Context: an optimization exercise on an open-source flow, tuned for small area. The choices shown serve that exercise and are no tape-out recipe.
The RTL was checked by simulation tests, not by an equivalence proof against the original design.
Power and IR drop assume default switching activity.

[flow/design.v]
package dtc_link_pkg;
   typedef struct packed {
      logic [1:0]  k;       
      logic [15:0] data;
   } link_word_t;
   localparam logic [1:0] K_IDLE = 2'b11;    
   localparam logic [1:0] K_CMD  = 2'b10;    
   localparam logic [1:0] K_DATA = 2'b00;    
   localparam logic [15:0] COMMA = 16'hBC3C;    
   localparam int PKT_WORDS     = 10;
   localparam int PAYLOAD_WORDS = 8;
   localparam logic [15:0] CRC_POLY = 16'h1021;
   localparam logic [15:0] CRC_INIT = 16'hFFFF;
endpackage
package dtc_req_pkg;
   typedef enum logic [3:0] {
      DCS_REQ   = 4'd0,
      HEARTBEAT = 4'd1,
      DATA_REQ  = 4'd2
   } pkt_kind_t;
   localparam int OP_W = 6;
   typedef logic [OP_W-1:0] op_t;
   localparam op_t OP_SINGLE_RD = 6'd0;
   localparam op_t OP_SINGLE_WR = 6'd1;
   localparam int TAG_W = 48;
   typedef logic [TAG_W-1:0] tag_t;
   localparam logic [7:0]  HDR_K_BASE = 8'h1C;     
   localparam logic [15:0] DMA_COUNT  = 16'h0010;  
   localparam logic [7:0]  VALID_BIT  = 8'h80;     
   typedef logic [2:0] ring_cnt_t;    
endpackage
`timescale 1ns/1ps
module dtc_crc16 (
   input  logic [15:0] crc_in,
   input  logic [15:0] data,
   output logic [15:0] crc_out
);
   always_comb
   begin
      crc_out = crc_in;
      for (int i = 15; i >= 0; i--)
      begin
         if (crc_out[15] ^ data[i])
            crc_out = {crc_out[14:0], 1'b0} ^ dtc_link_pkg::CRC_POLY;
         else
            crc_out = {crc_out[14:0], 1'b0};
      end
   end
endmodule
`timescale 1ns/1ps
module dtc_sim_top (
   input  logic        serdes_clk,
   input  logic        serdes_resetn,
   input  logic        marker_on,
   input  logic        start,
   input  logic        cfo_emul_en,
   input  logic [3:0]  packet_type,    
   input  logic [5:0]  op_code,        
   input  logic [15:0] addr,
   input  logic [15:0] wdata,
   input  logic [47:0] event_window_tag,
   input  logic [47:0] event_window_offset,
   input  logic [31:0] event_mode,
   input  logic [7:0]  rf_marker,
   input  logic        on_spill,
   input  logic        datareq_last_word,
   output logic [15:0] tx_data,
   output logic [1:0]  tx_k
);
   logic        last_d1, last_d2, first_start;
   logic [47:0] evt_tag, evt_next, tag_base, tag_sum;
   logic [47:0] tag_c;    
   logic [5:0]  tag_bc;   
   assign tag_base = first_start ? event_window_offset : evt_tag;
   always_comb
   begin
      tag_bc[0] = first_start | (last_d1 & ~last_d2);
      for (int k = 1; k < 6; k++)
         tag_bc[k] = tag_bc[k-1] & (&tag_base[8*k-8 +: 8]);
      for (int k = 0; k < 6; k++)
      begin
         tag_c[8*k] = tag_bc[k];
         for (int j = 1; j < 8; j++)
            tag_c[8*k+j] = tag_c[8*k+j-1] & tag_base[8*k+j-1];
      end
   end
   assign tag_sum  = tag_base ^ tag_c;
   assign evt_next = (start & ~cfo_emul_en) ? event_window_tag : tag_sum;
   always_ff @(posedge serdes_clk or negedge serdes_resetn)
   begin
      if (!serdes_resetn)
      begin
         last_d1     <= 1'b0;
         first_start <= 1'b1;
      end
      else
      begin
         last_d1 <= datareq_last_word;
         if (start & cfo_emul_en)
            first_start <= 1'b0;
      end
   end
   always_ff @(posedge serdes_clk)
   begin
      last_d2 <= last_d1;
      evt_tag <= evt_next;
   end
   logic [3:0] wcnt;         
   logic [5:0] fill, fill_next;
   logic       burst;
   logic [3:0] bcnt;
   logic       wr_en, rd_en, accept;
   assign wr_en     = (wcnt != 4'd0) && (wcnt != 4'd11);
   assign rd_en     = burst & ~marker_on;
   assign fill_next = fill + 6'(wr_en) - 6'(rd_en);
   assign accept    = start && ((fill <= 6'd21)
                             || (fill == 6'd22 && !(wr_en && !rd_en))
                             || (fill == 6'd23 && !wr_en && rd_en));
   always_ff @(posedge serdes_clk or negedge serdes_resetn)
   begin
      if (!serdes_resetn)
      begin
         wcnt  <= '0;
         fill  <= '0;
         burst <= 1'b0;
         bcnt  <= '0;
      end
      else
      begin
         if (accept)
            wcnt <= 4'd11;
         else if (wcnt != 4'd0)
            wcnt <= wcnt - 1'b1;
         fill <= fill_next;
         if (!burst && fill >= 6'd10)
            burst <= 1'b1;
         else if (rd_en)
         begin
            bcnt <= bcnt + 1'b1;
            if (bcnt == 4'd9)
            begin
               burst <= 1'b0;
               bcnt  <= '0;
            end
         end
      end
   end
   logic        s_hb [3];
   logic [79:0] s_w  [3];
   logic [8:0]  s_p7 [3];
   logic [2:0]  s_v;            
   logic        vac0, mv01, mv12;
   logic [2:0]  ring;
   logic [8:0]  tail;           
   logic        in_hb;
   logic [79:0] in_w;
   assign in_hb = (packet_type == 4'd1);
   always_comb
   begin
      in_w = '0;
      case (packet_type)
         4'd0: in_w[47:0] = {((op_code == 6'd1) ? wdata : 16'h0000), addr, 10'b0, op_code};
         4'd1: in_w[47:0] = event_window_tag;
         4'd2: in_w[47:0] = evt_next;
         default: ;
      endcase
      in_w[79:48] = event_mode;
      if (!in_hb)
         in_w[51:48] = packet_type;
   end
   assign vac0 = rd_en && (bcnt == 4'd7);
   assign mv01 = s_v[1] && (!s_v[0] || vac0);
   assign mv12 = s_v[2] && (!s_v[1] || mv01);
   always_ff @(posedge serdes_clk)
   begin
      if (mv01)
      begin
         s_hb[0] <= s_hb[1];
         s_w[0]  <= s_w[1];
         s_p7[0] <= s_p7[1];
      end
      if (mv12)
      begin
         s_hb[1] <= s_hb[2];
         s_w[1]  <= s_w[2];
         s_p7[1] <= s_p7[2];
      end
      if (accept)
      begin
         s_hb[2] <= in_hb;
         s_w[2]  <= in_w;
         s_p7[2] <= {rf_marker, on_spill};
      end
   end
   logic [9:0]       pos;        
   logic [3:0]       r_kind;
   logic             r_hb;
   logic [15:0]      rd_data, crc, crc_step;
   logic [1:0]       rd_k;
   always_comb
   begin
      for (int j = 0; j < 10; j++)
         pos[j] = (bcnt == 4'(j));
   end
   assign r_hb   = s_hb[0];
   assign r_kind = r_hb ? 4'd1 : s_w[0][51:48];
   always_comb
   begin
      rd_k    = pos[0] ? dtc_link_pkg::K_CMD : dtc_link_pkg::K_DATA;
      rd_data = ({16{pos[0]}} & {dtc_req_pkg::HDR_K_BASE, ring, 1'b0, r_kind})
              | ({16{pos[1]}} & dtc_req_pkg::DMA_COUNT)
              | ({16{pos[2]}} & {dtc_req_pkg::VALID_BIT, r_kind, 4'h0})
              | ({16{pos[3]}} & s_w[0][15:0])
              | ({16{pos[4]}} & s_w[0][31:16])
              | ({16{pos[5]}} & s_w[0][47:32])
              | ({16{pos[6] & r_hb}} & s_w[0][63:48])
              | ({16{pos[7] & r_hb}} & s_w[0][79:64])
              | ({16{pos[8]}} & {tail[8:1], 7'b0, tail[0]})
              | ({16{pos[9]}} & crc);
   end
   dtc_crc16 u_crc (
      .crc_in  (crc),
      .data    (rd_data),
      .crc_out (crc_step)
   );
   always_ff @(posedge serdes_clk)
   begin
      if (rd_en)
      begin
         if (bcnt == 4'd0)
            crc <= 16'h0F3E;    
         else if (bcnt != 4'd1 && bcnt != 4'd9)
            crc <= crc_step;
         if (bcnt == 4'd7)
            tail <= r_hb ? s_p7[0] : 9'h000;
      end
   end
   always_ff @(posedge serdes_clk or negedge serdes_resetn)
   begin
      if (!serdes_resetn)
      begin
         s_v     <= '0;
         ring    <= '0;
         tx_data <= dtc_link_pkg::COMMA;
         tx_k    <= dtc_link_pkg::K_IDLE;
      end
      else
      begin
         s_v[0] <= (s_v[0] && !vac0) || mv01;
         s_v[1] <= (s_v[1] && !mv01) || mv12;
         s_v[2] <= (s_v[2] && !mv12) || accept;
         if (rd_en && bcnt == 4'd9)
            ring <= ring + 1'b1;
         if (rd_en)
         begin
            tx_data <= rd_data;
            tx_k    <= rd_k;
         end
         else
         begin
            tx_data <= dtc_link_pkg::COMMA;
            tx_k    <= dtc_link_pkg::K_IDLE;
         end
      end
   end
endmodule
[flow/flow/run.sh]
#!/bin/bash
set -uo pipefail
W=$(pwd)
rm -rf "$W/orfs_scripts"
cp -r "$FLOW_HOME/scripts" "$W/orfs_scripts"
cp "$W/flow/abc_map.script" "$W/orfs_scripts/abc_speed.script"
export BUFFER_PORTS_ARGS="-buffer_cell sky130_fd_sc_hd__buf_1"
SCRIPTS_DIR="$W/orfs_scripts" bash "$W/standard.sh" synth > "$W/flow_synth.log" 2>&1 || { tail -50 "$W/flow_synth.log"; exit 1; }
bash "$W/standard.sh" > "$W/flow_layout.log" 2>&1 || { tail -50 "$W/flow_layout.log"; exit 1; }
[flow/flow/abc_map.script]
strash
dch
amap -F 4 -A 4
topo
stime -c
buffer -c
upsize -c
dnsize -c
[flow/standard.sh]
#!/bin/bash
# synth_recipe.tcl (not shown) runs the flow's synth.tcl, then flattens the netlist and writes it again
# the make line also repeats each setting of config.mk as NAME=value (left out here)
make -C /OpenROAD-flow-scripts/flow DESIGN_CONFIG=/design/flow/config.mk WORK_HOME=/design/flow/orfs CLKGATE_MAP_FILE= SYNTH_SCRIPT=/design/flow/synth_recipe.tcl "${@:-finish}"
[flow/config.mk]
export PLATFORM = sky130hd
export DESIGN_NAME = dtc_sim_top
export DESIGN_NICKNAME = dtc_sim_top
export VERILOG_FILES = /design/flow/design.v
export SDC_FILE = /design/flow/constraint.sdc
export NUM_CORES = 4
export LEC_CHECK = 0
export CAP_MARGIN = 20
export CORE_MARGIN = 2
export CORE_UTILIZATION = 40
export CTS_BUF_LIST = sky130_fd_sc_hd__clkbuf_8
export CTS_CLUSTER_DIAMETER = 60
export CTS_CLUSTER_SIZE = 14
export PLACE_DENSITY = 0.6
export SLEW_MARGIN = 20
[flow/constraint.sdc]
create_clock -name core_clock -period 7.0 [get_ports {serdes_clk}]
set_input_delay 1.4000 -clock core_clock [delete_from_list [all_inputs] [get_ports {serdes_clk}]]
set_output_delay 1.4000 -clock core_clock [all_outputs]
set_load 0.01 [all_outputs]
==> metrics.cfg, run 1 <==
[run_status]
status = complete, no violations

[final_layout]
num_antenna_cells = 0
syn2layout_area_growth_pct = 13.6
fill_cells = 3403
layout.nets = 1494
drive_above_1_share_pct = 10.2

[timing]
period_minus_slack_ns = 4.92
finalHoldViolCount = 0
slew_violations = 0
whs_ns = 0.391
post-route-period-util_pct = 70.2
setup_tns_ns = 0
worstMarginPinSlew_ns = 0.902
finClkSkew_ns = 0.0290
rsz0062_at_grt = no
setup_viol = 0
max_freq_mhz = 203
relSlewSlack_pct = 39.4

[yosys]
syn_inst = 1040
ys_seq_area_share_pct = 71.0
yosysWarnings = 5
avgSynthCellArea_um2 = 14.7
synthesis.nets = 1282
synth-edff-count = 295
synth-seq-cells = 385
synthFlopType = edfxtp_1
synth_cell_types = 57
async_flop_share_pct = 10.6
synthesis.area_um2 = 15300

[global_route]
grt_max_degree = 75
use_met1_pct = 25.4
met3_usage_pct = 4.30
overflow = 0
grt_pass1_wl_mm = 55.1
busiest_layer = met2
met2_usage_pct = 29.3
grt.total_usage_pct = 18.4
antenna_found_initial = 0
first_global_vias = 9618

[clock_network]
clkLatencyLatePin_ns = 0.56
clk_pin_slew_ns = 0.09
cts_tree = yes
cts_inserted_buffers = 37
clock_sinks = 385
hold_buffers = 0
cts_resized = 0
cts_setup_buffers = 0
h-tree-depth = 2
cts_max_path_buffers = 3
clockRootBuffer = clkbuf_8

[critical_path]
rr_worst_depth = 19
max_stage_delay_ns = 0.54
crit_family = simple AND/OR/NAND/NOR gates
worstPathBufferInverterCount = 2
crit_type = register to register
cp_common_cell = ha_1
worst-path-max-fanout = 48
cp_cell_sequence = buf_4 -> o22ai_1 -> nor4_1 -> nand4_1 -> nor3_1 -> nand2_1 -> nor4_1 -> nand2_1 -> nor4_1 -> ha_1 -> ha_1 -> ha_1 -> ha_1 -> ha_1 -> ha_1 -> ha_1 -> o22a_1 -> a222oi_1 -> inv_1
cp_num_cells = 19
critPathRequiredTime_ns = 7.31
endpoint_kind = register
worst_setup_path_start_kind = register
worst_ep_arrival_time_ns = 5.22
crit_slowest_cell = dfstp_2

[die]
die_height_um = 200
rows = 71
die-area_um2 = 39900
core_um2 = 37700
die_w_um = 200
pin_count = 203
start_util_pct = 40.7

[power_and_ir_drop]
leakagePower_nw = 6.53
power.share.clock_pct = 19.8
power.density_nw_per_um2 = 378
power_switching_mw = 2.26
vdd_drop_max_v = 0.000189
cellInternalPower_mw = 4.33
total_power_mw = 6.58
power_frac_seq_pct = 50.2
sw_frac_of_total_pct = 34.3
combPwrFrac_pct = 29.9

[route]
remaining_drc_errors = 0
drtIter0Drc = 1005
wl_per_cell_um = 20.4
ant_nets = 0
vias_per_cell = 5.34
drt-pass1-iter-count = 8
routed_wl_mm = 36.4
num_vias = 9547

[place]
gp_congestion = 0.876
portBuffers = 202
dpl.hpwl_mm = 26.2

[hold_path]
hp-class = register to register
holdPathStages = 0

[job]
maxCapViolCount = 0

==> cells in the mapped netlist, types with 4 or more instances <==
| library cell | instances | area [um2] |
|---|---|---|
| and3_1 | 4 | 25.0 |
| o22ai_1 | 18 | 113 |
| dfxtp_1 | 49 | 981 |
| nor2_1 | 58 | 218 |
| a221oi_1 | 8 | 70.1 |
| inv_1 | 98 | 368 |
| a21oi_1 | 37 | 185 |
| a21oi_2 | 8 | 70.1 |
| ha_1 | 56 | 701 |
| inv_2 | 6 | 22.5 |
| nand3_1 | 16 | 80.1 |
| a22oi_1 | 14 | 105 |
| edfxtp_1 | 295 | 8860 |
| a22o_1 | 43 | 377 |
| dfstp_2 | 12 | 315 |
| buf_1 | 5 | 18.8 |
| o22a_1 | 51 | 447 |
| nor4_1 | 4 | 25.0 |
| clkbuf_1 | 35 | 131 |
| o221ai_1 | 6 | 52.6 |
| or2_2 | 9 | 56.3 |
| a222oi_1 | 59 | 591 |
| nor2b_1 | 15 | 93.8 |
| nand4_1 | 7 | 43.8 |
| buf_2 | 5 | 25.0 |
| nand2_1 | 28 | 105 |
| dfrtp_1 | 29 | 726 |
| o21ai_0 | 15 | 75.1 |
| nor3_1 | 6 | 30.0 |
==> area by class of cell <==
cell class	instances	area (um2)	share of cell area, %
clock buffer	37	509	2.92
clock inverter	26	170	0.977
inverter	106	404	2.32
multi-input combinational	503	3900	22.4
sequential	385	10900	62.5
tap	511	639	3.67
timing repair buffer	219	912	5.24
==> path summary, 6_finish.rpt <==
path / startpoint / to / slack [ns]
min reg2reg: last_d1 / last_d2 / 0.39
min in group asynchronous: serdes_resetn / fill[2] / 0.91
max: first_start / s_w[2][46] / 2.08
max in group asynchronous: serdes_resetn / tx_data[4] / 5.69
min: last_d1 / last_d2 / 0.39
max reg2reg: first_start / s_w[2][46] / 2.08
==> stage by stage <==
step | setup WS (ns) | utilization [%] | area (um2) | instances
after global routing | 1.59 | 46.2 | 17400 | 1787
after CTS | 2.18 | 46.2 | 17400 | 1787
after global placement | 1.92 | 44.4 | 16700 | 1724
final | 2.08 | 46.2 | 17400 | 1787
after detailed placement | 1.80 | 44.4 | 16700 | 1724
after floorplan | 1.48 | - | 15300 | 1040
==> state kept, by name (all words and copies together), names as in the netlist <==
signal and cells:
tx_k 2, bcnt 4, crc 16, s_v 3, ring 3, tail 9
burst 1, last_d2 1, s_hb 3, wcnt 4, tx_data 16, last_d1 1
s_w 240, first_start 1, s_p7 27, fill 6, evt_tag 48
==> placed cells by master, fill, tap and decap left out, drive strengths merged, types with 7 or more instances in the layout <==
| cell type | count |
|---|---|
| a21oi | 46 |
| a221oi | 8 |
| a222oi | 59 |
| a22o | 43 |
| a22oi | 14 |
| buf | 218 |
| clkbuf | 38 |
| dfrtp | 29 |
| dfstp | 12 |
| dfxtp | 49 |
| edfxtp | 295 |
| ha | 56 |
| inv | 119 |
| nand2 | 32 |
| nand3 | 16 |
| nand4 | 7 |
| nor2 | 61 |
| nor2b | 15 |
| nor3 | 9 |
| o21ai | 19 |
| o22a | 51 |
| o22ai | 19 |
| or2 | 10 |
==> layer usage <==
metal	share of wire, %	up-vias
li1	-	4471
met1	43	4608
met2	46	422
met3	8.3	46
met4	1.8	0
met5	0	-
==> power by group through the flow <==
stage	Combinational [mW]	Clock (mW)	Sequential, mW
floorplan	1.42	0	3.31
global placement	1.93	0	3.36
detailed placement	1.96	0	3.36
CTS	1.97	1.35	3.31
global route	2.22	1.44	3.35
finish	1.97	1.31	3.31
==> worst reg2reg max path, delay by kind of cell, from the launching register on <==
| kind | cells | cell delay, ns |
|---|---|---|
| AND/OR/NAND/NOR | 7 | 1.67 |
| adder cells (fa/ha/maj) | 7 | 1.15 |
| AO/OA/AOI/OAI | 3 | 0.80 |
| flip-flops | 1 | 0.54 |
| buffers and inverters | 2 | 0.52 |
==> cell families (layout without fill, tap and decap cells) <==
| family | count (synthesis) | after routing | synth area share, % |
|---|---|---|---|
| AND/OR/NAND/NOR | 163 | 163 | 5.50 |
| buffers and inverters | 152 | 388 | 3.82 |
| flip-flops | 385 | 385 | 71.0 |
| XOR/XNOR | 5 | 5 | 0.335 |
| adder cells (fa/ha/maj) | 57 | 57 | 4.70 |
| AO/OA/AOI/OAI | 278 | 278 | 14.7 |
==> run 2, diff against run 1 <==
--- a/flow/config.mk
+++ b/flow/config.mk
@@ -10,5 +10,5 @@
 export CORE_UTILIZATION = 40
-export CTS_BUF_LIST = sky130_fd_sc_hd__clkbuf_8
-export CTS_CLUSTER_DIAMETER = 60
-export CTS_CLUSTER_SIZE = 14
+export CTS_BUF_LIST = sky130_fd_sc_hd__clkbuf_16
+export CTS_CLUSTER_DIAMETER = 100
+export CTS_CLUSTER_SIZE = 25
 export PLACE_DENSITY = 0.6
==> metrics.cfg, run 2 <==
[yosys]
synth_top_area_share_pct = 57.8
async_flop_share_pct = 10.6
synth-edff-count = 295
synth_commonest_cells = 295 x edfxtp_1, 98 x inv_1, 59 x a222oi_1
synthFlopType = edfxtp_1
synth_cell_types = 57
ys_seq_area_share_pct = 71.0
synth_most_common_cell = edfxtp_1
avgSynthCellArea_um2 = 14.7
syn_inst = 1040
synthesis.area_um2 = 15300
synthesis.nets = 1282
synth_area_leader_cell = edfxtp_1
synth-seq-cells = 385
yosysWarnings = 5
synthTopCellsByArea = edfxtp_1 58%, dfxtp_1 6.4%, dfrtp_1 4.7%

[route]
drtIter0Drc = 1015
vias_per_cell = 5.36
remaining_drc_errors = 0
routed_wl_mm = 36.0
drt-pass1-iter-count = 7
num_vias = 9425
wl_per_cell_um = 20.5
ant_nets = 0

[global_route]
grt_max_degree = 75
first_global_vias = 9396
overflow = 0
grt_pass1_wl_mm = 54.7
antenna_found_initial = 0
grt.total_usage_pct = 18.1

[clock_network]
clock_sinks = 385
clkLatencyLatePin_ns = 0.54
hold_buffers = 0
clk_pin_slew_ns = 0.10
cts_inserted_buffers = 19
cts_max_path_buffers = 3
cts_setup_buffers = 0
cts_tree = yes
h-tree-depth = 1
cts_resized = 0
clockRootBuffer = clkbuf_16

[critical_path]
worst_ep_arrival_time_ns = 5.14
worst-path-max-fanout = 48
endpoint_kind = register
critPathRequiredTime_ns = 7.27
crit_type = register to register
worst_setup_path_start_kind = register

[final_layout]
layout_commonest_cell = edfxtp_1
layout.nets = 1476
drive_above_1_share_pct = 8.03
syn2layout_area_growth_pct = 12.7
final_cell_mix = 295 x edfxtp_1, 201 x buf_1, 109 x inv_1
num_antenna_cells = 0
reg_top3 = s_w: 240 flops, evt_tag: 48 flops, s_p7: 27 flops
regMostFlops = s_w
largest_reg_flops = 240

[timing]
finClkSkew_ns = 0.0334
rsz0062_at_grt = no
period_minus_slack_ns = 4.86
slew_violations = 0
layout_setup_ws_ns = 2.14
post-route-period-util_pct = 69.4
worstMarginPinSlew_ns = 0.889
setup_viol = 0
max_freq_mhz = 206
finalHoldViolCount = 0
setup_tns_ns = 0
relSlewSlack_pct = 40.3

[place]
post-place-ws_ns = 1.80
gp_congestion = 0.876
portBuffers = 202
dpl.hpwl_mm = 26.2

[hold_path]
hp-class = register to register

[run_status]
status = complete, no violations

[die]
rows = 71
start_util_pct = 40.7
die_height_um = 200
core_um2 = 37700
die-area_um2 = 39900
die_w_um = 200
pin_count = 203

[power_and_ir_drop]
power.density_nw_per_um2 = 374
vdd_drop_max_v = 0.000196
leakagePower_nw = 6.47

[job]
maxCapViolCount = 0

## run 2: final timing paths
check / start / endpoint / slack, ns / depth (start not counted)
min in group asynchronous: serdes_resetn / fill[1] / 0.94 / 2
setup reg to reg: first_start / s_w[2][46] / 2.14 / 19
hold reg to reg: last_d1 / last_d2 / 0.39 / 0
setup / recovery: first_start / s_w[2][46] / 2.14 / 19
max in group asynchronous: serdes_resetn / first_start / 5.65 / 2
hold / removal: last_d1 / last_d2 / 0.39 / 0
## run 2: kinds of logic (layout without fill, tap and decap cells)
kind of cell	Yosys count	in the layout	share of synthesized area, %
buf+inv	152	358	3.82
xor+xnor	5	5	0.335
fa+ha+maj	57	57	4.70
flops	385	385	71.0
compound gates	278	278	14.7
simple gates	163	163	5.50
## run 2: critical path, stage by stage, from the launching register on
cell and delay [ns]:
dfstp_2 0.54, buf_4 0.45, o22ai_1 0.21, nor4_1 0.35, nand4_1 0.14, nor3_1 0.24
nand2_1 0.11, nor4_1 0.35, nand2_1 0.23, nor4_1 0.24, ha_1 0.20, ha_1 0.14
ha_1 0.14, ha_1 0.14, ha_1 0.15, ha_1 0.15, ha_1 0.23, o22a_1 0.23
a222oi_1 0.33, inv_1 0.06
## run 2: metrics by stage
step	cell area [um2]	total power [mW]	hold slack (ns)	instances	util, %
after floorplan	15300	4.73	0.347	1040	-
final	17300	6.46	0.390	1757	45.9
after CTS	17300	6.51	0.391	1757	45.9
after detailed placement	16700	5.32	0.368	1724	44.4
after global routing	17300	6.88	0.407	1757	45.9
after global placement	16700	5.29	0.353	1724	44.4
## run 2: area by class of cell
cell class                 instances  area, um2
fill                            3432      20400
sequential                       385      10900
multi-input combinational        503       3900
timing repair buffer             219        912
tap                              511        639
clock buffer                      19        475
inverter                         106        404
clock inverter                    14       62.6
## run 2: power by group
| group | switching, mW | internal [mW] |
|---|---|---|
| Sequential | 0.214 | 3.09 |
| Clock | 0.680 | 0.504 |
| Combinational | 1.29 | 0.684 |
## run 2: per-layer routing
metal | track usage [%] | up-vias | part of all wire [%]
li1 | - | 4420 | -
met1 | 25.5 | 4577 | 44
met4 | 3.65 | 0 | 1.4
met3 | 3.39 | 34 | 7.7
met5 | 0 | - | 0
met2 | 29.5 | 394 | 47
==> run 3, diff against run 2 <==
--- a/flow/design.v
+++ b/flow/design.v
@@ -70,9 +70,13 @@
    logic        last_d1, last_d2, first_start;
-   logic [47:0] evt_tag, evt_next, tag_base, tag_sum;
+   logic [47:0] evt_tag, evt_next, tag_base;
+   logic        sel_off, sel_win, tag_inc;
    logic [47:0] tag_c;    
    logic [5:0]  tag_bc;   
-   assign tag_base = first_start ? event_window_offset : evt_tag;
-   always_comb
-   begin
-      tag_bc[0] = first_start | (last_d1 & ~last_d2);
+   assign sel_off  = first_start & cfo_emul_en;
+   assign sel_win  = ~sel_off & (first_start | (start & ~cfo_emul_en));
+   assign tag_inc  = sel_off | (~sel_win & last_d1 & ~last_d2);
+   assign tag_base = sel_off ? event_window_offset : (sel_win ? event_window_tag : evt_tag);
+   always_comb
+   begin
+      tag_bc[0] = tag_inc;
       for (int k = 1; k < 6; k++)
@@ -86,4 +90,3 @@
    end
-   assign tag_sum  = tag_base ^ tag_c;
-   assign evt_next = (start & ~cfo_emul_en) ? event_window_tag : tag_sum;
+   assign evt_next = tag_base ^ tag_c;
    always_ff @(posedge serdes_clk or negedge serdes_resetn)
@@ -190,3 +193,3 @@
          s_hb[2] <= in_hb;
-         s_w[2]  <= in_w;
+         s_w[2]  <= {in_w[79:48], ~in_w[47:0]};    
          s_p7[2] <= {rf_marker, on_spill};
@@ -212,5 +215,5 @@
               | ({16{pos[2]}} & {dtc_req_pkg::VALID_BIT, r_kind, 4'h0})
-              | ({16{pos[3]}} & s_w[0][15:0])
-              | ({16{pos[4]}} & s_w[0][31:16])
-              | ({16{pos[5]}} & s_w[0][47:32])
+              | ({16{pos[3]}} & ~s_w[0][15:0])
+              | ({16{pos[4]}} & ~s_w[0][31:16])
+              | ({16{pos[5]}} & ~s_w[0][47:32])
               | ({16{pos[6] & r_hb}} & s_w[0][63:48])
==> metrics.cfg, run 3 <==
[run_status]
status = complete, no violations

[power_and_ir_drop]
vdd_drop_max_v = 0.000195
combPwrFrac_pct = 29.9
power_frac_seq_pct = 51.0
power.share.clock_pct = 19.1
power.density_nw_per_um2 = 374
leakagePower_nw = 5.98
cellInternalPower_mw = 4.25
power_switching_mw = 2.12
sw_frac_of_total_pct = 33.3
total_power_mw = 6.38

[critical_path]
r2r_end = s_w[2][47]
r2r_start = first_start
max_stage_delay_ns = 0.44
crit_family = simple AND/OR/NAND/NOR gates
worstPathBufferInverterCount = 2
crit_type = primary input to register
cp_cell_sequence = buf_1 -> nor2_1 -> nor2_4 -> buf_4 -> o22ai_1 -> a21oi_1 -> nand4_1 -> nor4_1 -> nor3b_1 -> nand3_1 -> nor3_1 -> nor3b_1 -> ha_1 -> ha_1 -> ha_1 -> ha_1 -> ha_1 -> ha_1 -> ha_1 -> o21ai_0 -> a222oi_1
crit_slowest_cell = buf_4
critPathRequiredTime_ns = 7.32
rr_worst_depth = 20
worst_ep_arrival_time_ns = 6.17
worst-path-max-fanout = 34
cp_common_cell = ha_1
rrSetupSlack_ns = 1.87
worst_setup_path_start_kind = primary input
endpoint_kind = register

[global_route]
grt.total_usage_pct = 17.5
overflow = 0
antenna_found_initial = 0
first_global_vias = 9168
grt_max_degree = 89
grt_pass1_wl_mm = 52.7

[clock_network]
cts_inserted_buffers = 19
cts_tree = yes
cts_max_path_buffers = 3
clockRootBuffer = clkbuf_16
clk_pin_slew_ns = 0.10
clkLatencyLatePin_ns = 0.52
h-tree-depth = 1
cts_setup_buffers = 0
cts_resized = 0
clock_sinks = 385
hold_buffers = 0

[route]
num_vias = 9450
ant_nets = 0
routed_wl_mm = 34.5
drtIter0Drc = 939
drt-pass1-iter-count = 8
vias_per_cell = 5.35
remaining_drc_errors = 0
wl_per_cell_um = 19.5

[final_layout]
syn2layout_area_growth_pct = 13.1
regMostFlops = s_w
drive_above_1_share_pct = 7.88
num_antenna_cells = 0
final_cell_mix = 295 x edfxtp_1, 201 x buf_1, 92 x nor2_1
layout_commonest_cell = edfxtp_1
fill_cells = 3385
reg_top3 = s_w: 240 flops, evt_tag: 48 flops, s_p7: 27 flops
post-route-util_pct = 45.6
layout.nets = 1486
largest_reg_flops = 240

[timing]
post-route-period-util_pct = 83.6
finClkSkew_ns = 0.0149
period_minus_slack_ns = 5.85
setup_tns_ns = 0
worstMarginPinSlew_ns = 0.986
max_freq_mhz = 171
slew_violations = 0
relSlewSlack_pct = 33.4
finalHoldViolCount = 0
rsz0062_at_grt = no
setup_viol = 0

[place]
gp_congestion = 0.876
portBuffers = 202
dpl.hpwl_mm = 24.7

[die]
die_height_um = 198
die-area_um2 = 39300
core_um2 = 37400
start_util_pct = 40.3
pin_count = 203
die_w_um = 198
rows = 71

[yosys]
synth_area_leader_cell = edfxtp_1
synthTopCellsByArea = edfxtp_1 59%, dfxtp_1 6.5%, dfrtp_1 4.8%
syn_inst = 1050
synthFlopType = edfxtp_1
avgSynthCellArea_um2 = 14.4
synth-seq-cells = 385
yosysWarnings = 5
async_flop_share_pct = 10.6
synth_top_area_share_pct = 58.7
ys_seq_area_share_pct = 72.1
synth-edff-count = 295
synth_commonest_cells = 295 x edfxtp_1, 95 x nor2_1, 69 x o22ai_1
synth_most_common_cell = edfxtp_1
synthesis.nets = 1291
synthesis.area_um2 = 15100
synth_cell_types = 59

[hold_path]
hp-class = register to register
holdPathStages = 0
hp-start = last_d1
worst_hold_path.endpoint = last_d2

[job]
maxCapViolCount = 0

==> run 3: how the worst max path moves through the flow <==
stage | startpoint | end | slack [ns] | cells past startpoint
final | start | s_w[2][47] | 1.15 | 21
after global routing | start | s_w[2][46] | 0.81 | 20
after CTS | start | s_w[2][46] | 1.16 | 20
after detailed placement | start | s_w[2][46] | 0.63 | 20
after global placement | start | s_w[2][47] | 0.71 | 22
after floorplan | marker_on | s_hb[1] | 0.02 | 9
==> run 3: kinds of logic after synthesis <==
group                    after synthesis  share of synthesized area, %
adder cells (fa/ha/maj)               56                          4.69
flip-flops                           385                          72.1
XOR/XNOR                               4                         0.232
buffers and inverters                121                          3.14
AND/OR/NAND/NOR                      191                          5.85
AO/OA/AOI/OAI                        293                          14.0
==> run 3: power groups by stage <==
stage | Clock, mW | Combinational (mW) | Sequential, mW
after floorplan | 0 | 1.38 | 3.27
after global placement | 0 | 1.87 | 3.30
after detailed placement | 0 | 1.90 | 3.31
after CTS | 1.27 | 1.91 | 3.26
after global routing | 1.35 | 2.15 | 3.30
final | 1.22 | 1.90 | 3.25
==> run 3: final cells by class <==
| class | instances | area, um2 | area share (%) |
|---|---|---|---|
| sequential | 385 | 10900 | 63.7 |
| multi-input combinational | 544 | 3780 | 22.2 |
| timing repair buffer | 220 | 923 | 5.41 |
| tap | 511 | 639 | 3.75 |
| clock buffer | 19 | 475 | 2.79 |
| inverter | 75 | 283 | 1.66 |
| clock inverter | 14 | 86.3 | 0.506 |
==> run 3: worst reg2reg max path: cells and delay by family, from the launching register on <==
family                     cells  cell delay, ns
and+or+nand+nor                8            2.07
adders and majority gates      7            1.11
AOI/OAI and AO/OA              4            0.76
DFF                            1            0.55
buffers and inverters          1            0.44
==> run 3: metrics by stage <==
stage | instances | hold WS, ns | setup WS (ns) | cell area, um2
6_report | 1768 | 0.387 | 1.15 | 17100
2_1_floorplan | 1050 | 0.347 | 0.0155 | 15100
5_1_grt | 1768 | 0.401 | 0.809 | 17100
3_5_place_dp | 1735 | 0.363 | 0.635 | 16500
4_1_cts | 1768 | 0.387 | 1.16 | 17100
3_3_place_gp | 1735 | 0.373 | 0.712 | 16500
==> run 3: routing by layer <==
layer | vias up | part of all wire [%] | wire (um) | GRT usage, %
li1 | 4472 | - | - | -
met1 | 4583 | 44 | 15300 | 25.5
met4 | 0 | 1.8 | 632 | 3.90
met5 | - | 0 | 0 | 0
met2 | 354 | 47 | 16200 | 28.3
met3 | 41 | 6.6 | 2280 | 2.23
==> run 4, diff against run 3 <==
--- a/flow/design.v
+++ b/flow/design.v
@@ -111,12 +111,12 @@
    logic [3:0] wcnt;         
-   logic [5:0] fill, fill_next;
+   logic [2:0] s_v;          
    logic       burst;
    logic [3:0] bcnt;
-   logic       wr_en, rd_en, accept;
-   assign wr_en     = (wcnt != 4'd0) && (wcnt != 4'd11);
-   assign rd_en     = burst & ~marker_on;
-   assign fill_next = fill + 6'(wr_en) - 6'(rd_en);
-   assign accept    = start && ((fill <= 6'd21)
-                             || (fill == 6'd22 && !(wr_en && !rd_en))
-                             || (fill == 6'd23 && !wr_en && rd_en));
+   logic       rd_en, accept, room, full;
+   assign rd_en  = burst & ~marker_on;
+   assign room   = !(s_v[0] && s_v[1] && s_v[2]) || (bcnt == 4'd7 && rd_en);
+   assign accept = start && room;
+   assign full   = s_v[0] && (wcnt == 4'd0 || s_v[1])
+                || s_v[1] && (wcnt == 4'd0 || s_v[2])
+                || s_v[2] && (wcnt == 4'd0 || s_v[0]);
    always_ff @(posedge serdes_clk or negedge serdes_resetn)
@@ -126,3 +126,2 @@
          wcnt  <= '0;
-         fill  <= '0;
          burst <= 1'b0;
@@ -136,4 +135,3 @@
             wcnt <= wcnt - 1'b1;
-         fill <= fill_next;
-         if (!burst && fill >= 6'd10)
+         if (!burst && full)
             burst <= 1'b1;
@@ -153,3 +151,2 @@
    logic [8:0]  s_p7 [3];
-   logic [2:0]  s_v;            
    logic        vac0, mv01, mv12;
==> flow/flow/abc_map.script (replaced) <==
strash
ifraig
scorr
dc2
resub -K 8
dc2
dch -f
amap -F 4 -A 4
strash
dch -f
amap -F 4 -A 4
topo
stime -c
buffer -c
upsize -c
dnsize -c
--- a/flow/config.mk
+++ b/flow/config.mk
@@ -11,4 +11,4 @@
 export CTS_BUF_LIST = sky130_fd_sc_hd__clkbuf_16
-export CTS_CLUSTER_DIAMETER = 100
-export CTS_CLUSTER_SIZE = 25
+export CTS_CLUSTER_DIAMETER = 80
+export CTS_CLUSTER_SIZE = 30
 export PLACE_DENSITY = 0.6
==> metrics.cfg, run 4 <==
[die]
die_w_um = 194
core_um2 = 35600
die_height_um = 194
pin_count = 203
start_util_pct = 40.7
die-area_um2 = 37700
rows = 69

[critical_path]
worst_setup_path_start_kind = primary input
rrSetupSlack_ns = 1.93
critPathRequiredTime_ns = 7.33
endpoint_kind = register
worst_ep_arrival_time_ns = 5.90
r2r_start = first_start
crit_type = primary input to register
r2r_end = s_w[2][47]
worst-path-max-fanout = 49
rr_worst_depth = 21

[hold_path]
holdPathStages = 0
worst_hold_path.endpoint = last_d2
hp-class = register to register
hp-start = last_d1

[clock_network]
cts_tree = yes
h-tree-depth = 1
clock_sinks = 379
cts_setup_buffers = 0
cts_resized = 0
clkLatencyLatePin_ns = 0.54
hold_buffers = 0
clockRootBuffer = clkbuf_16
cts_inserted_buffers = 18
cts_max_path_buffers = 3
clk_pin_slew_ns = 0.12

[final_layout]
drive_above_1_share_pct = 9.32
layout.nets = 1377
syn2layout_area_growth_pct = 13.6
reg_top3 = s_w: 240 flops, evt_tag: 48 flops, s_p7: 27 flops
fill_cells = 3196
num_antenna_cells = 0
largest_reg_flops = 240
stdcell_area_um2 = 16400
post-route-util_pct = 46.2
final_cell_mix = 295 x edfxtp_1, 201 x buf_1, 92 x a222oi_1
layout_commonest_cell = edfxtp_1
seq_area_um2 = 10700
regMostFlops = s_w
multi_input_area_um2 = 3320

[power_and_ir_drop]
power.density_nw_per_um2 = 367
combPwrFrac_pct = 28.9
cellInternalPower_mw = 4.01
power_switching_mw = 2.03
leakagePower_nw = 5.73
sw_frac_of_total_pct = 33.6
power.share.clock_pct = 20.6
power_frac_seq_pct = 50.5
vdd_drop_max_v = 0.000198

[timing]
setup_viol = 0
relSlewSlack_pct = 33.6
finalHoldViolCount = 0
post-route-period-util_pct = 79.5
period_minus_slack_ns = 5.57
finClkSkew_ns = 0.0280
setup_tns_ns = 0
rsz0062_at_grt = no
max_freq_mhz = 180
worstMarginPinSlew_ns = 0.982
slew_violations = 0

[place]
placed_area_um2 = 15800
gp_congestion = 0.869
dpl.hpwl_mm = 24.3
portBuffers = 202

[yosys]
synth-edff-count = 295
synthesis.nets = 1177
yosysWarnings = 5
synth_commonest_cells = 295 x edfxtp_1, 92 x a222oi_1, 68 x inv_1
avgSynthCellArea_um2 = 15.3
ys_seq_area_share_pct = 74.2
synth_top_area_share_pct = 61.3
synth_most_common_cell = edfxtp_1
synth_area_leader_cell = edfxtp_1
synthTopCellsByArea = edfxtp_1 61%, dfxtp_1 6.8%, a222oi_1 6.4%
syn_inst = 947
synth-seq-cells = 379
synth_cell_types = 53
synthFlopType = edfxtp_1
async_flop_share_pct = 9.23
synthesis.area_um2 = 14500

[route]
drt-pass1-iter-count = 11
ant_nets = 0
vias_per_cell = 5.49
routed_wl_mm = 33.7
drtIter0Drc = 1086
remaining_drc_errors = 0
num_vias = 8899
wl_per_cell_um = 20.8

[run_status]
status = complete, no violations

[global_route]
first_global_vias = 8803
antenna_found_initial = 0
overflow = 0
grt_max_degree = 64
grt_pass1_wl_mm = 51.0
grt.total_usage_pct = 17.4

[job]
maxCapViolCount = 0

-- run 4: how the worst max path moves through the flow --
stage / startpoint / end / cells past startpoint
finish: cfo_emul_en / s_w[2][47] / 22
CTS: cfo_emul_en / s_w[2][47] / 22
detailed placement: cfo_emul_en / s_w[2][47] / 22
floorplan: marker_on / s_hb[1] / 7
global placement: cfo_emul_en / s_w[2][47] / 22
global route: cfo_emul_en / s_w[2][47] / 22
-- run 4: cell type report --
type | instances | share of cell area [%]
Clock buffer | 19 | 2.89
Timing Repair Buffer | 219 | 5.48
Inverter | 84 | 1.94
Multi-Input combinational cell | 445 | 20.2
Sequential cell | 379 | 65.3
Clock inverter | 13 | 0.655
Tap cell | 461 | 3.51
-- run 4: critical path, cell delays in order --
cell	delay, ns
buf_1	0.14
inv_1	0.10
nor2b_4	0.15
buf_4	0.47
a222oi_1	0.13
inv_1	0.11
nand4_1	0.09
or3_1	0.30
nor4_1	0.26
and3_1	0.32
nor4b_1	0.37
nand2_1	0.18
nor4_1	0.25
ha_1	0.21
ha_1	0.14
ha_1	0.14
ha_1	0.14
ha_1	0.15
ha_1	0.14
ha_1	0.15
o21ai_0	0.14
a222oi_1	0.37
-- run 4: cells by family (layout without fill, tap and decap cells) --
logic type      after synthesis  after routing  synth area share (%)
fa+ha+maj                    45             45                  3.89
simple gates                162            162                  5.22
buf+inv                     123            335                  3.30
flops                       379            379                  74.2
compound gates              237            237                  13.3
xor+xnor                      1              1                0.0606
-- run 4: power groups by stage --
stage / Clock [mW] / Combinational [mW] / Sequential (mW)
floorplan: 0 / 1.24 / 3.08
global placement: 0 / 1.70 / 3.10
detailed placement: 0 / 1.72 / 3.10
CTS: 1.28 / 1.73 / 3.05
global route: 1.35 / 1.95 / 3.08
finish: 1.24 / 1.74 / 3.05
-- run 4: per-layer routing --
layer  routed length [um]  GRT usage [%]
met4                  782           4.69
met5                    0              0
met3                 2620           3.04
met2                15500           27.0
met1                14800           25.3
-- run 4: per-stage QoR --
step / power [mW] / hold slack [ns] / worst slack [ns] / cells
3_3_place_gp: 4.80 / 0.376 / 1.10 / 1588
5_1_grt: 6.38 / 0.417 / 0.923 / 1620
6_report: 6.03 / 0.404 / 1.43 / 1620
2_1_floorplan: 4.32 / 0.347 / 1.21 / 947
3_5_place_dp: 4.82 / 0.374 / 0.877 / 1588
4_1_cts: 6.07 / 0.401 / 1.43 / 1620
==> run 5, diff against run 4 <==
--- a/flow/config.mk
+++ b/flow/config.mk
@@ -11,4 +11,4 @@
 export CTS_BUF_LIST = sky130_fd_sc_hd__clkbuf_16
-export CTS_CLUSTER_DIAMETER = 80
-export CTS_CLUSTER_SIZE = 30
+export CTS_CLUSTER_DIAMETER = 100
+export CTS_CLUSTER_SIZE = 25
 export PLACE_DENSITY = 0.6
==> metrics.cfg, run 5 <==
[critical_path]
endpoint_kind = register
rr_worst_depth = 21
crit_type = primary input to register
r2r_start = first_start
r2r_end = s_w[2][47]
cp_common_cell = ha_1
crit_slowest_cell = buf_4
worst_ep_arrival_time_ns = 5.88
worst-path-max-fanout = 49
max_stage_delay_ns = 0.48
startpoint = cfo_emul_en
rrSetupSlack_ns = 1.96
crit_family = simple AND/OR/NAND/NOR gates
critPathRequiredTime_ns = 7.33
worstPathBufferInverterCount = 4
worst_setup_path_start_kind = primary input
cp_cell_sequence = buf_1 -> inv_1 -> nor2b_4 -> buf_4 -> a222oi_1 -> inv_1 -> nand4_1 -> or3_1 -> nor4_1 -> and3_1 -> nor4b_1 -> nand2_1 -> nor4_1 -> ha_1 -> ha_1 -> ha_1 -> ha_1 -> ha_1 -> ha_1 -> ha_1 -> o21ai_0 -> a222oi_1

[final_layout]
final_cell_mix = 295 x edfxtp_1, 201 x buf_1, 92 x a222oi_1
layout.nets = 1379
largest_reg_flops = 240
reg_top3 = s_w: 240 flops, evt_tag: 48 flops, s_p7: 27 flops
num_antenna_cells = 0
drive_above_1_share_pct = 9.04
layout_commonest_cell = edfxtp_1
stdcell_count = 1623
syn2layout_area_growth_pct = 13.6
regMostFlops = s_w

[clock_network]
cts_setup_buffers = 0
clockRootBuffer = clkbuf_16
clock_sinks = 379
hold_buffers = 0
clkLatencyLatePin_ns = 0.55
cts_tree = yes
h-tree-depth = 1
cts_resized = 0
clk_pin_slew_ns = 0.09
cts_inserted_buffers = 19
cts_max_path_buffers = 3

[global_route]
antenna_found_initial = 0
first_global_vias = 8792
grt_max_degree = 64
grt.total_usage_pct = 17.4
grt_pass1_wl_mm = 51.2
overflow = 0

[die]
die-area_um2 = 37700
start_util_pct = 40.7
core_um2 = 35600
rows = 69
pin_count = 203
die_w_um = 194
die_height_um = 194

[yosys]
ys_seq_area_share_pct = 74.2
synthMuxAreaShare_pct = 0
synth_most_common_cell = edfxtp_1
synthesis.area_um2 = 14500
synth_area_leader_cell = edfxtp_1
synthTopCellsByArea = edfxtp_1 61%, dfxtp_1 6.8%, a222oi_1 6.4%
async_flop_share_pct = 9.23
yosysWarnings = 5
syn_inst = 947
synth_xor_area_share_pct = 0.0606
synthAdderAreaFrac_pct = 3.89
avgSynthCellArea_um2 = 15.3
synth_compound_area_share_pct = 13.3
synth-seq-cells = 379
synth_top_area_share_pct = 61.3
synthFlopType = edfxtp_1
synth_commonest_cells = 295 x edfxtp_1, 92 x a222oi_1, 68 x inv_1
synth-edff-count = 295
yosys.area_share.simple_pct = 5.22
synthesis.nets = 1177
synth_cell_types = 53
synth_top_family_by_area = compound AO/OA/AOI/OAI gates

[route]
num_vias = 8907
wl_per_cell_um = 20.8
routed_wl_mm = 33.7
ant_nets = 0
drtIter0Drc = 1052
drt-pass1-iter-count = 9
vias_per_cell = 5.49
remaining_drc_errors = 0

[hold_path]
hp-class = register to register
hp-start = last_d1
holdPathStages = 0
worst_hold_path.endpoint = last_d2

[place]
portBuffers = 202
gp_congestion = 0.869
placed_cells = 1588
dpl.hpwl_mm = 24.3

[job]
maxCapViolCount = 0

[timing]
relSlewSlack_pct = 34.4
setup_tns_ns = 0
max_freq_mhz = 180
worstMarginPinSlew_ns = 0.984
slew_violations = 0
post-route-period-util_pct = 79.2
rsz0062_at_grt = no
finalHoldViolCount = 0
finClkSkew_ns = 0.0330
period_minus_slack_ns = 5.55
setup_viol = 0

[power_and_ir_drop]
power.density_nw_per_um2 = 365
leakagePower_nw = 5.75
vdd_drop_max_v = 0.000259

[run_status]
status = complete, no violations

run 5: worst max-delay path by stage:
stage,slack [ns],depth (start not counted),end
global placement,1.10,22,s_w[2][47]
finish,1.45,22,s_w[2][47]
floorplan,1.21,7,s_hb[1]
detailed placement,0.88,22,s_w[2][47]
CTS,1.42,22,s_w[2][47]
global route,0.91,22,s_w[2][47]
run 5: cells by family (layout without fill, tap and decap cells):
| kind of cell | Yosys count | in the layout |
|---|---|---|
| AO/OA/AOI/OAI | 237 | 237 |
| flip-flops | 379 | 379 |
| adder cells (fa/ha/maj) | 45 | 45 |
| XOR/XNOR | 1 | 1 |
| buffers and inverters | 123 | 338 |
| AND/OR/NAND/NOR | 162 | 162 |
run 5: where the power goes:
group          internal, mW  switching [mW]  total (mW)
Clock                 0.510           0.705        1.21
Combinational         0.575            1.16        1.73
Sequential             2.91           0.139        3.05
Total                  3.99            2.00        5.99
run 5: metrics by stage:
stage          hold WS [ns]  worst slack [ns]  util [%]  instance area [um2]  total power, mW
2_1_floorplan         0.347              1.21         -                14500             4.32
3_3_place_gp          0.376              1.10      44.5                15800             4.80
3_5_place_dp          0.374             0.877      44.5                15800             4.82
4_1_cts               0.395              1.42      46.1                16400             6.02
5_1_grt               0.409             0.914      46.2                16400             6.34
6_report              0.395              1.45      46.2                16400             5.99
run 5: layer usage:
layer,track usage (%),vias to the layer above,share of wire [%]
li1,-,4158,-
met1,25.6,4309,44
met2,26.8,400,45
met3,3.04,40,7.9
met4,4.57,0,2.2
met5,0,-,0
run 5: area by class of cell:
cell class,count,area (um2)
Sequential cell,379,10700
Clock buffer,19,475
Multi-Input combinational cell,445,3320
Timing Repair Buffer,220,920
Inverter,84,319
Fill cell,3203,19100
Tap cell,461,577
Clock inverter,15,81.3
run 5: worst register-to-register path, delay by kind of cell, from the launching register on:
| family | cells | cell delay (ns) |
|---|---|---|
| flip-flops | 1 | 0.55 |
| AND/OR/NAND/NOR | 9 | 1.97 |
| adder cells (fa/ha/maj) | 7 | 1.07 |
| AO/OA/AOI/OAI | 3 | 0.67 |
| buffers and inverters | 2 | 0.59 |
==> run 6, diff against run 5 <==
--- a/flow/config.mk
+++ b/flow/config.mk
@@ -9,3 +9,3 @@
 export CORE_MARGIN = 2
-export CORE_UTILIZATION = 40
+export CORE_UTILIZATION = 55
 export CTS_BUF_LIST = sky130_fd_sc_hd__clkbuf_16
@@ -13,3 +13,3 @@
 export CTS_CLUSTER_SIZE = 25
-export PLACE_DENSITY = 0.6
+export PLACE_DENSITY = 0.7
 export SLEW_MARGIN = 20
==> metrics.cfg, run 6 <==
[route]
drtIter0Drc = 1229
dr_wl_met3_mm = 2.47
drt-pass1-iter-count = 10
ant_nets = 0
num_vias = 8904
drt-met1-wl_mm = 13.8
routed_wl_mm = 32.1
remaining_drc_errors = 0
top_layer_used = met4
wl_met2_mm = 15.1
vias_per_cell = 5.95
wl_per_cell_um = 21.5

[yosys]
synthTopCellsByArea = edfxtp_1 61%, dfxtp_1 6.8%, a222oi_1 6.4%
synth_top_area_share_pct = 61.3
synth_cell_types = 53
synthFlopType = edfxtp_1
ys_seq_area_share_pct = 74.2
synthesis.area_um2 = 14500
synth_commonest_cells = 295 x edfxtp_1, 92 x a222oi_1, 68 x inv_1
synth-edff-count = 295
synth_most_common_cell = edfxtp_1
avgSynthCellArea_um2 = 15.3
async_flop_share_pct = 9.23
synth_area_leader_cell = edfxtp_1
yosysWarnings = 5
synth-seq-cells = 379
synthesis.nets = 1177
syn_inst = 947

[critical_path]
worst_ep_arrival_time_ns = 6.05
worst_setup_path_start_kind = primary input
rr_worst_depth = 21
worst-path-max-fanout = 19
crit_type = primary input to register
crit_slowest_cell = nor2_2
r2r_start = first_start
startpoint = start
critPathRequiredTime_ns = 7.32
crit_end = s_w[2][47]
r2r_end = s_w[2][47]
cp_common_cell = ha_1
endpoint_kind = register
max_stage_delay_ns = 0.54
cp_cell_sequence = buf_1 -> nor2_1 -> nor2_4 -> nor2_2 -> a222oi_1 -> inv_1 -> nand4_1 -> or3_1 -> nor4_1 -> and3_1 -> nor4b_1 -> nand2_1 -> nor4_1 -> ha_1 -> ha_1 -> ha_1 -> ha_1 -> ha_1 -> ha_1 -> ha_1 -> o21ai_0 -> a222oi_1
rrSetupSlack_ns = 1.89

[global_route]
antenna_found_initial = 1
grt_max_degree = 64
grt.total_usage_pct = 23.1
overflow = 0
grt_pass1_wl_mm = 49.4
first_global_vias = 8800

[hold_path]
hp-class = register to register

[die]
rows = 59
die_height_um = 166
die_w_um = 166
die-area_um2 = 27600
start_util_pct = 55.8
pin_count = 203
core_um2 = 25900

[timing]
worstMarginPinSlew_ns = 1.05
whs_ns = 0.352
relSlewSlack_pct = 30.0
setup_viol = 0
rsz0062_at_grt = no
post-route-period-util_pct = 81.8
finClkSkew_ns = 0.0323
finalHoldViolCount = 0
setup_tns_ns = 0
slew_violations = 0
max_freq_mhz = 175
period_minus_slack_ns = 5.73

[place]
dpl.hpwl_mm = 23.1
placed_area_um2 = 15700
portBuffers = 202
placed_cells = 1462
gp_congestion = 0.899

[clock_network]
clock_sinks = 379
clk_pin_slew_ns = 0.10
hold_buffers = 0
clkLatencyLatePin_ns = 0.52
h-tree-depth = 1
cts_resized = 0
clockRootBuffer = clkbuf_16
cts_inserted_buffers = 19
cts_setup_buffers = 0
cts_tree = yes
cts_max_path_buffers = 3

[final_layout]
stdcell_count = 1496
final_cell_mix = 295 x edfxtp_1, 201 x buf_1, 92 x a222oi_1
drive_above_1_share_pct = 8.79
syn2layout_area_growth_pct = 12.3
largest_reg_flops = 240
layout_commonest_cell = edfxtp_1
reg_top3 = s_w: 240 flops, evt_tag: 48 flops, s_p7: 27 flops
regMostFlops = s_w
stdcell_area_um2 = 16200
layout.nets = 1378

[power_and_ir_drop]
power_frac_seq_pct = 51.3
leakagePower_nw = 5.74
power_switching_mw = 1.95
cellInternalPower_mw = 3.99
vdd_drop_max_v = 0.000218
sw_frac_of_total_pct = 32.8
power.density_nw_per_um2 = 366
power.share.clock_pct = 19.7
combPwrFrac_pct = 28.9

[run_status]
status = complete, no violations

[job]
maxCapViolCount = 0

-- run 6: kinds of logic (layout without fill, tap and decap cells) --
kind of cell	Yosys count	in the layout	share of synthesized area, %
AND/OR/NAND/NOR	162	162	5.22
XOR/XNOR	1	1	0.0606
flip-flops	379	379	74.2
adder cells (fa/ha/maj)	45	45	3.89
other	0	1	0
AO/OA/AOI/OAI	237	237	13.3
buffers and inverters	123	336	3.30
-- run 6: worst min-delay path by stage --
stage	start	cells after the start	to
floorplan	last_d1	0	last_d2
global placement	last_d1	0	last_d2
detailed placement	last_d1	0	last_d2
CTS	last_d1	0	last_d2
global route	last_d1	0	last_d2
finish	last_d1	0	last_d2
-- run 6: metrics by stage --
| step | setup WS (ns) | utilization, % | power (mW) |
|---|---|---|---|
| after floorplan | 1.21 | - | 4.32 |
| after global placement | 0.875 | 60.6 | 4.77 |
| after detailed placement | 0.769 | 60.6 | 4.82 |
| after CTS | 1.31 | 62.7 | 5.98 |
| after global routing | 0.903 | 62.7 | 6.29 |
| final | 1.27 | 62.7 | 5.94 |
-- run 6: critical path, delay by kind of cell --
family	cells	cell delay, ns
buffers and inverters	2	0.20
adder cells (fa/ha/maj)	7	1.07
AND/OR/NAND/NOR	10	2.68
AO/OA/AOI/OAI	3	0.68
-- run 6: final cells by class --
cell class                      count  area (um2)
Tap cell                          335         419
Sequential cell                   379       10700
Inverter                           84         319
Multi-Input combinational cell    445        3310
Timing Repair Buffer              219         912
Antenna cell                        1        2.50
Fill cell                        1922        9670
Clock buffer                       19         475
Clock inverter                     14        68.8
-- run 6: power groups by stage --
stage                     logic [mW]  clock network, mW  registers [mW]
final                           1.72               1.17            3.05
after global routing            1.92               1.28            3.08
after CTS                       1.73               1.20            3.05
after detailed placement        1.72                  0            3.10
after global placement          1.68                  0            3.09
after floorplan                 1.24                  0            3.08
-- run 6: layer usage --
layer,global-route usage (%),up-vias
li1,-,4166
met1,34.1,4286
met2,36.6,406
met3,3.74,46
met4,5.60,0
met5,0,-
==> run 7, diff against run 6 <==
--- a/flow/design.v
+++ b/flow/design.v
@@ -198,3 +198,2 @@
    logic [15:0]      rd_data, crc, crc_step;
-   logic [1:0]       rd_k;
    always_comb
@@ -208,3 +207,2 @@
    begin
-      rd_k    = pos[0] ? dtc_link_pkg::K_CMD : dtc_link_pkg::K_DATA;
       rd_data = ({16{pos[0]}} & {dtc_req_pkg::HDR_K_BASE, ring, 1'b0, r_kind})
@@ -237,2 +235,12 @@
    end
+   logic        tx_valid;    
+   logic        tx_hdr;      
+   logic [15:0] tx_word;
+   assign tx_data = tx_valid ? tx_word : dtc_link_pkg::COMMA;
+   assign tx_k    = tx_valid ? {tx_hdr, 1'b0} : dtc_link_pkg::K_IDLE;
+   always_ff @(posedge serdes_clk)
+   begin
+      tx_word <= rd_data;
+      tx_hdr  <= pos[0];
+   end
    always_ff @(posedge serdes_clk or negedge serdes_resetn)
@@ -241,6 +249,5 @@
       begin
-         s_v     <= '0;
-         ring    <= '0;
-         tx_data <= dtc_link_pkg::COMMA;
-         tx_k    <= dtc_link_pkg::K_IDLE;
+         s_v      <= '0;
+         ring     <= '0;
+         tx_valid <= 1'b0;
       end
@@ -253,12 +260,3 @@
             ring <= ring + 1'b1;
-         if (rd_en)
-         begin
-            tx_data <= rd_data;
-            tx_k    <= rd_k;
-         end
-         else
-         begin
-            tx_data <= dtc_link_pkg::COMMA;
-            tx_k    <= dtc_link_pkg::K_IDLE;
-         end
+         tx_valid <= rd_en;
       end
--- a/flow/flow/abc_map.script
+++ b/flow/flow/abc_map.script
@@ -3,4 +3,2 @@
 scorr
-dc2
-resub -K 8
 dc2
--- a/flow/config.mk
+++ b/flow/config.mk
@@ -9,3 +9,3 @@
 export CORE_MARGIN = 2
-export CORE_UTILIZATION = 55
+export CORE_UTILIZATION = 40
 export CTS_BUF_LIST = sky130_fd_sc_hd__clkbuf_16
@@ -13,3 +13,3 @@
 export CTS_CLUSTER_SIZE = 25
-export PLACE_DENSITY = 0.7
+export PLACE_DENSITY = 0.6
 export SLEW_MARGIN = 20
==> metrics.cfg, run 7 <==
[run_status]
status = complete, no violations

[yosys]
synthesis.nets = 1174
yosysWarnings = 5
ys_seq_area_share_pct = 73.8
synth-seq-cells = 379
synthFlopType = edfxtp_1
synth_area_leader_cell = edfxtp_1
synth_commonest_cells = 295 x edfxtp_1, 95 x a222oi_1, 76 x inv_1
synth-edff-count = 295
syn_inst = 944
synthTopCellsByArea = edfxtp_1 62%, dfxtp_1 9.2%, a222oi_1 6.6%
synth_cell_types = 50
synth_most_common_cell = edfxtp_1
synth_top_area_share_pct = 61.5
synthesis.area_um2 = 14400
async_flop_share_pct = 4.75
avgSynthCellArea_um2 = 15.3

[clock_network]
clockRootBuffer = clkbuf_16
cts_resized = 0
hold_buffers = 0
clock_sinks = 379
h-tree-depth = 1
cts_max_path_buffers = 3
clkLatencyLatePin_ns = 0.52
cts_tree = yes
clk_pin_slew_ns = 0.09
cts_inserted_buffers = 19
cts_setup_buffers = 0

[route]
drtIter0Drc = 1155
wl_per_cell_um = 20.6
vias_per_cell = 5.45
num_vias = 8807
routed_wl_mm = 33.3
ant_nets = 0
drt-pass1-iter-count = 9
remaining_drc_errors = 0

[power_and_ir_drop]
cellInternalPower_mw = 4.00
power_switching_mw = 1.94
vdd_drop_max_v = 0.000159
sw_frac_of_total_pct = 32.6
leakagePower_nw = 5.71
power.density_nw_per_um2 = 364
power_frac_seq_pct = 52.1
combPwrFrac_pct = 28.1
total_power_mw = 5.94
power.share.clock_pct = 19.9

[global_route]
met3_usage_pct = 2.77
grt_pass1_wl_mm = 51.2
use_met1_pct = 26.2
busiest_layer = met2
met2_usage_pct = 27.3
overflow = 0
grt_max_degree = 63
first_global_vias = 8651
grt.total_usage_pct = 17.5
antenna_found_initial = 0

[timing]
max_freq_mhz = 179
setup_viol = 0
finalHoldViolCount = 0
slew_violations = 0
period_minus_slack_ns = 5.59
relSlewSlack_pct = 29.3
whs_ns = 0.379
rsz0062_at_grt = no
layout_setup_ws_ns = 1.41
setup_tns_ns = 0
post-route-period-util_pct = 79.9
worstMarginPinSlew_ns = 1.06
finClkSkew_ns = 0.0176

[die]
rows = 69
start_util_pct = 40.6
die_height_um = 194
die-area_um2 = 37500
core_um2 = 35500
pin_count = 203
die_w_um = 194

[final_layout]
regMostFlops = s_w
stdcell_count = 1616
reg_top3 = s_w: 240 flops, evt_tag: 48 flops, s_p7: 27 flops
syn2layout_area_growth_pct = 13.4
num_antenna_cells = 0
drive_above_1_share_pct = 8.31
layout.nets = 1373
stdcell_area_um2 = 16300
post-route-util_pct = 46.0
final_cell_mix = 295 x edfxtp_1, 202 x buf_1, 95 x a222oi_1
largest_reg_flops = 240
layout_commonest_cell = edfxtp_1

[place]
placed_area_um2 = 15800
gp_congestion = 0.847
portBuffers = 202
placed_cells = 1582
dpl.hpwl_mm = 23.8
post-place-ws_ns = 0.836

[critical_path]
rrSetupSlack_ns = 1.97
worst-path-max-fanout = 36
endpoint_kind = register
critPathRequiredTime_ns = 7.30
crit_type = primary input to register
worst_ep_arrival_time_ns = 5.89
worst_setup_path_start_kind = primary input

[job]
maxCapViolCount = 0

[hold_path]
hp-class = register to register

## run 7: cell type report
cell class                      count  area, um2
Clock buffer                       19        475
Clock inverter                     14       67.6
Fill cell                        3149      19200
Inverter                           84        317
Multi-Input combinational cell    441       3330
Sequential cell                   379      10600
Tap cell                          461        577
Timing Repair Buffer              218        936
## run 7: path summary, 6_finish.rpt
| check | start | end | cells past startpoint |
|---|---|---|---|
| worst max register to register | first_start | s_w[2][47] | 19 |
| worst min register to register | last_d1 | last_d2 | 0 |
| worst max-delay path | cfo_emul_en | s_w[2][47] | 21 |
| min in group asynchronous | serdes_resetn | last_d1 | 2 |
| max in group asynchronous | serdes_resetn | first_start | 2 |
| worst min-delay path | last_d1 | last_d2 | 0 |
## run 7: cell families after synthesis
| kind of cell | share of synthesized area [%] |
|---|---|
| flip-flops | 73.8 |
| AO/OA/AOI/OAI | 13.8 |
| AND/OR/NAND/NOR | 5.02 |
| buffers and inverters | 3.41 |
| adder cells (fa/ha/maj) | 3.91 |
## run 7: power by group through the flow
stage | sequential, mW | combinational, mW | clock [mW]
2_1_floorplan | 3.09 | 1.22 | 0
3_3_place_gp | 3.14 | 1.63 | 0
3_5_place_dp | 3.15 | 1.65 | 0
4_1_cts | 3.10 | 1.66 | 1.22
5_1_grt | 3.13 | 1.87 | 1.30
6_report | 3.09 | 1.67 | 1.18
## run 7: critical path, stage by stage
cell,delay [ns]
buf_1,0.15
inv_1,0.10
nor2b_4,0.36
buf_4,0.44
a222oi_1,0.19
inv_1,0.11
nand3_1,0.07
nor4_1,0.34
nand4_1,0.24
nor4_1,0.46
nand4_1,0.22
nor4_1,0.26
ha_1,0.22
ha_1,0.14
ha_1,0.14
ha_1,0.14
ha_1,0.14
ha_1,0.16
ha_1,0.16
o21ai_0,0.10
a222oi_1,0.35
## run 7: per-layer routing
metal	vias up	share of wire, %
met5	-	0
met3	29	7.4
met4	0	1.2
li1	4150	-
met1	4254	45
met2	374	47
==> run 8, diff against run 7 <==
--- a/flow/flow/abc_map.script
+++ b/flow/flow/abc_map.script
@@ -3,2 +3,4 @@
 scorr
+dc2
+resub -K 8
 dc2
==> metrics.cfg, run 8 <==
[run_status]
status = complete, no violations

[die]
core_um2 = 35600
rows = 69
die-area_um2 = 37700
die_w_um = 194
die_height_um = 194
pin_count = 203
start_util_pct = 40.7

[clock_network]
cts_tree = yes
cts_resized = 0
clockRootBuffer = clkbuf_16
h-tree-depth = 1
cts_setup_buffers = 0
cts_max_path_buffers = 3
clk_pin_slew_ns = 0.09
clkLatencyLatePin_ns = 0.55
hold_buffers = 0
cts_inserted_buffers = 19
clock_sinks = 379

[timing]
finalHoldViolCount = 0
rsz0062_at_grt = no
period_minus_slack_ns = 5.59
worstMarginPinSlew_ns = 1.06
max_freq_mhz = 179
relSlewSlack_pct = 29.1
whs_ns = 0.388
post-route-period-util_pct = 79.9
finClkSkew_ns = 0.0428
setup_viol = 0
layout_setup_ws_ns = 1.41
setup_tns_ns = 0
slew_violations = 0

[job]
maxCapViolCount = 0

[global_route]
grt_max_degree = 70
grt_pass1_wl_mm = 50.8
antenna_found_initial = 1
overflow = 0
grt.total_usage_pct = 17.3
first_global_vias = 8763

[yosys]
synth_top_area_share_pct = 61.2
synthFlopType = edfxtp_1
synthTopCellsByArea = edfxtp_1 61%, dfxtp_1 9.1%, a222oi_1 6.2%
avgSynthCellArea_um2 = 15.2
synth-seq-cells = 379
synth_commonest_cells = 295 x edfxtp_1, 89 x a222oi_1, 70 x inv_1
ys_seq_area_share_pct = 73.5
yosysWarnings = 5
syn_inst = 951
synthesis.area_um2 = 14500
async_flop_share_pct = 4.75
synth_area_leader_cell = edfxtp_1
synth_cell_types = 58
synth_most_common_cell = edfxtp_1
synth-edff-count = 295
synthesis.nets = 1181

[final_layout]
drive_above_1_share_pct = 8.71
post-route-util_pct = 46.1
stdcell_area_um2 = 16400
syn2layout_area_growth_pct = 13.2
stdcell_count = 1622
largest_reg_flops = 240
layout_commonest_cell = edfxtp_1
layout.nets = 1377
regMostFlops = s_w
reg_top3 = s_w: 240 flops, evt_tag: 48 flops, s_p7: 27 flops
final_cell_mix = 295 x edfxtp_1, 202 x buf_1, 89 x a222oi_1

[place]
dpl.hpwl_mm = 24.0
placed_cells = 1587
gp_congestion = 0.851
portBuffers = 202
placed_area_um2 = 15800
post-place-ws_ns = 0.837

[power_and_ir_drop]
total_power_mw = 5.95
leakagePower_nw = 5.65
vdd_drop_max_v = 0.000167
power.density_nw_per_um2 = 363

[route]
ant_nets = 0
wl_per_cell_um = 20.7
routed_wl_mm = 33.6
num_vias = 8834
drtIter0Drc = 1127
drt-pass1-iter-count = 7
vias_per_cell = 5.45
remaining_drc_errors = 0

[critical_path]
worst_setup_path_start_kind = primary input
critPathRequiredTime_ns = 7.31
worst_ep_arrival_time_ns = 5.90
endpoint_kind = register
crit_type = primary input to register
worst-path-max-fanout = 40

[hold_path]
hp-class = register to register

[run 8: kinds of logic (layout without fill, tap and decap cells)]
| kind of cell | count (synthesis) | count (layout) | synth area share (%) |
|---|---|---|---|
| fa+ha+maj | 45 | 45 | 3.89 |
| compound gates | 241 | 241 | 13.5 |
| buf+inv | 119 | 328 | 3.26 |
| simple gates | 166 | 166 | 5.85 |
| xor+xnor | 1 | 1 | 0.0605 |
| other cells | 0 | 1 | 0 |
| flops | 379 | 379 | 73.5 |
[run 8: final cells by class]
class	instances	area (um2)
inverters	81	314
multi-input cells	453	3430
flip-flops and latches	379	10600
clock buffers	19	475
repair buffers	213	878
clock inverters	15	76.3
fillers	3192	19200
diodes	1	2.50
well taps	461	577
[run 8: worst paths after layout]
check	start	end	slack (ns)	cells past startpoint
setup / recovery	cfo_emul_en	s_w[2][47]	1.41	21
max in group asynchronous	serdes_resetn	first_start	5.86	2
hold reg to reg	last_d1	last_d2	0.39	0
setup reg to reg	first_start	s_w[2][47]	2.01	19
hold / removal	last_d1	last_d2	0.39	0
min in group asynchronous	serdes_resetn	ring[2]	0.81	2
[run 8: worst max-delay path, cell delays in order]
cell	delay, ns
buf_1	0.16
inv_1	0.11
nor2b_4	0.30
buf_4	0.46
a222oi_1	0.14
inv_1	0.11
nand4_1	0.09
nor4_1	0.34
nand3_1	0.20
nor4_1	0.50
nand4_1	0.20
nor4_1	0.26
ha_1	0.22
ha_1	0.14
ha_1	0.14
ha_1	0.14
ha_1	0.14
ha_1	0.14
ha_1	0.15
o21ai_0	0.13
a222oi_1	0.40
[run 8: per-layer routing]
layer | share of wire (%) | global-route usage, % | wire (um) | vias to the layer above
met1 | 44 | 25.1 | 14900 | 4268
met5 | 0.051 | 0 | 17 | -
li1 | - | - | - | 4155
met3 | 7.3 | 2.87 | 2460 | 34
met4 | 1.7 | 3.76 | 586 | 2
met2 | 46 | 27.4 | 15600 | 375
[run 8: report_power, final]
group	leakage [nW]	switching (mW)	internal (mW)	total [mW]
registers	3.39	0.147	2.90	3.05
logic	1.96	1.14	0.568	1.71
clock network	0.311	0.684	0.509	1.19

-- port drivers added, routing unchanged --
Ports are ideal in the flow. The routed layouts listed here were re-timed in OpenROAD. Step 1: set_driving_cell puts a clkbuf_16 on serdes_clk and a buf_2 on each other input, an assumption about the parent block. Step 2, shift: input delay + t, output delay - t, t = (earliest + latest rising clock arrival at the registers) / 2. This alone moves slack from input paths to output paths. a / b / c = ideal / step 1 / step 2; a / b = the first two.
run | t, ns | slack for setup (ns) | latest minus earliest clock arrival (ns)
run 1 | 0.593 | 2.084 / 2.084 / 1.736 | 0.030 / 0.030
run 2 | 0.567 | 2.139 / 2.139 / 1.760 | 0.033 / 0.033
run 3 | 0.567 | 1.151 / 1.180 / 0.614 | 0.015 / 0.015
run 4 | 0.583 | 1.432 / 1.443 / 0.860 | 0.031 / 0.032
run 5 | 0.589 | 1.453 / 1.462 / 0.873 | 0.033 / 0.033
run 6 | 0.554 | 1.274 / 1.291 / 0.737 | 0.044 / 0.045
run 7 | 0.558 | 1.409 / 1.417 / 0.859 | 0.020 / 0.020
run 8 | 0.569 | 1.405 / 1.414 / 0.845 | 0.044 / 0.045
After both steps setup and hold are still met in every run listed. For run 5, which loses most, drivers alone change the setup slack by +0.009 ns; drivers and shift together by -0.580 ns.
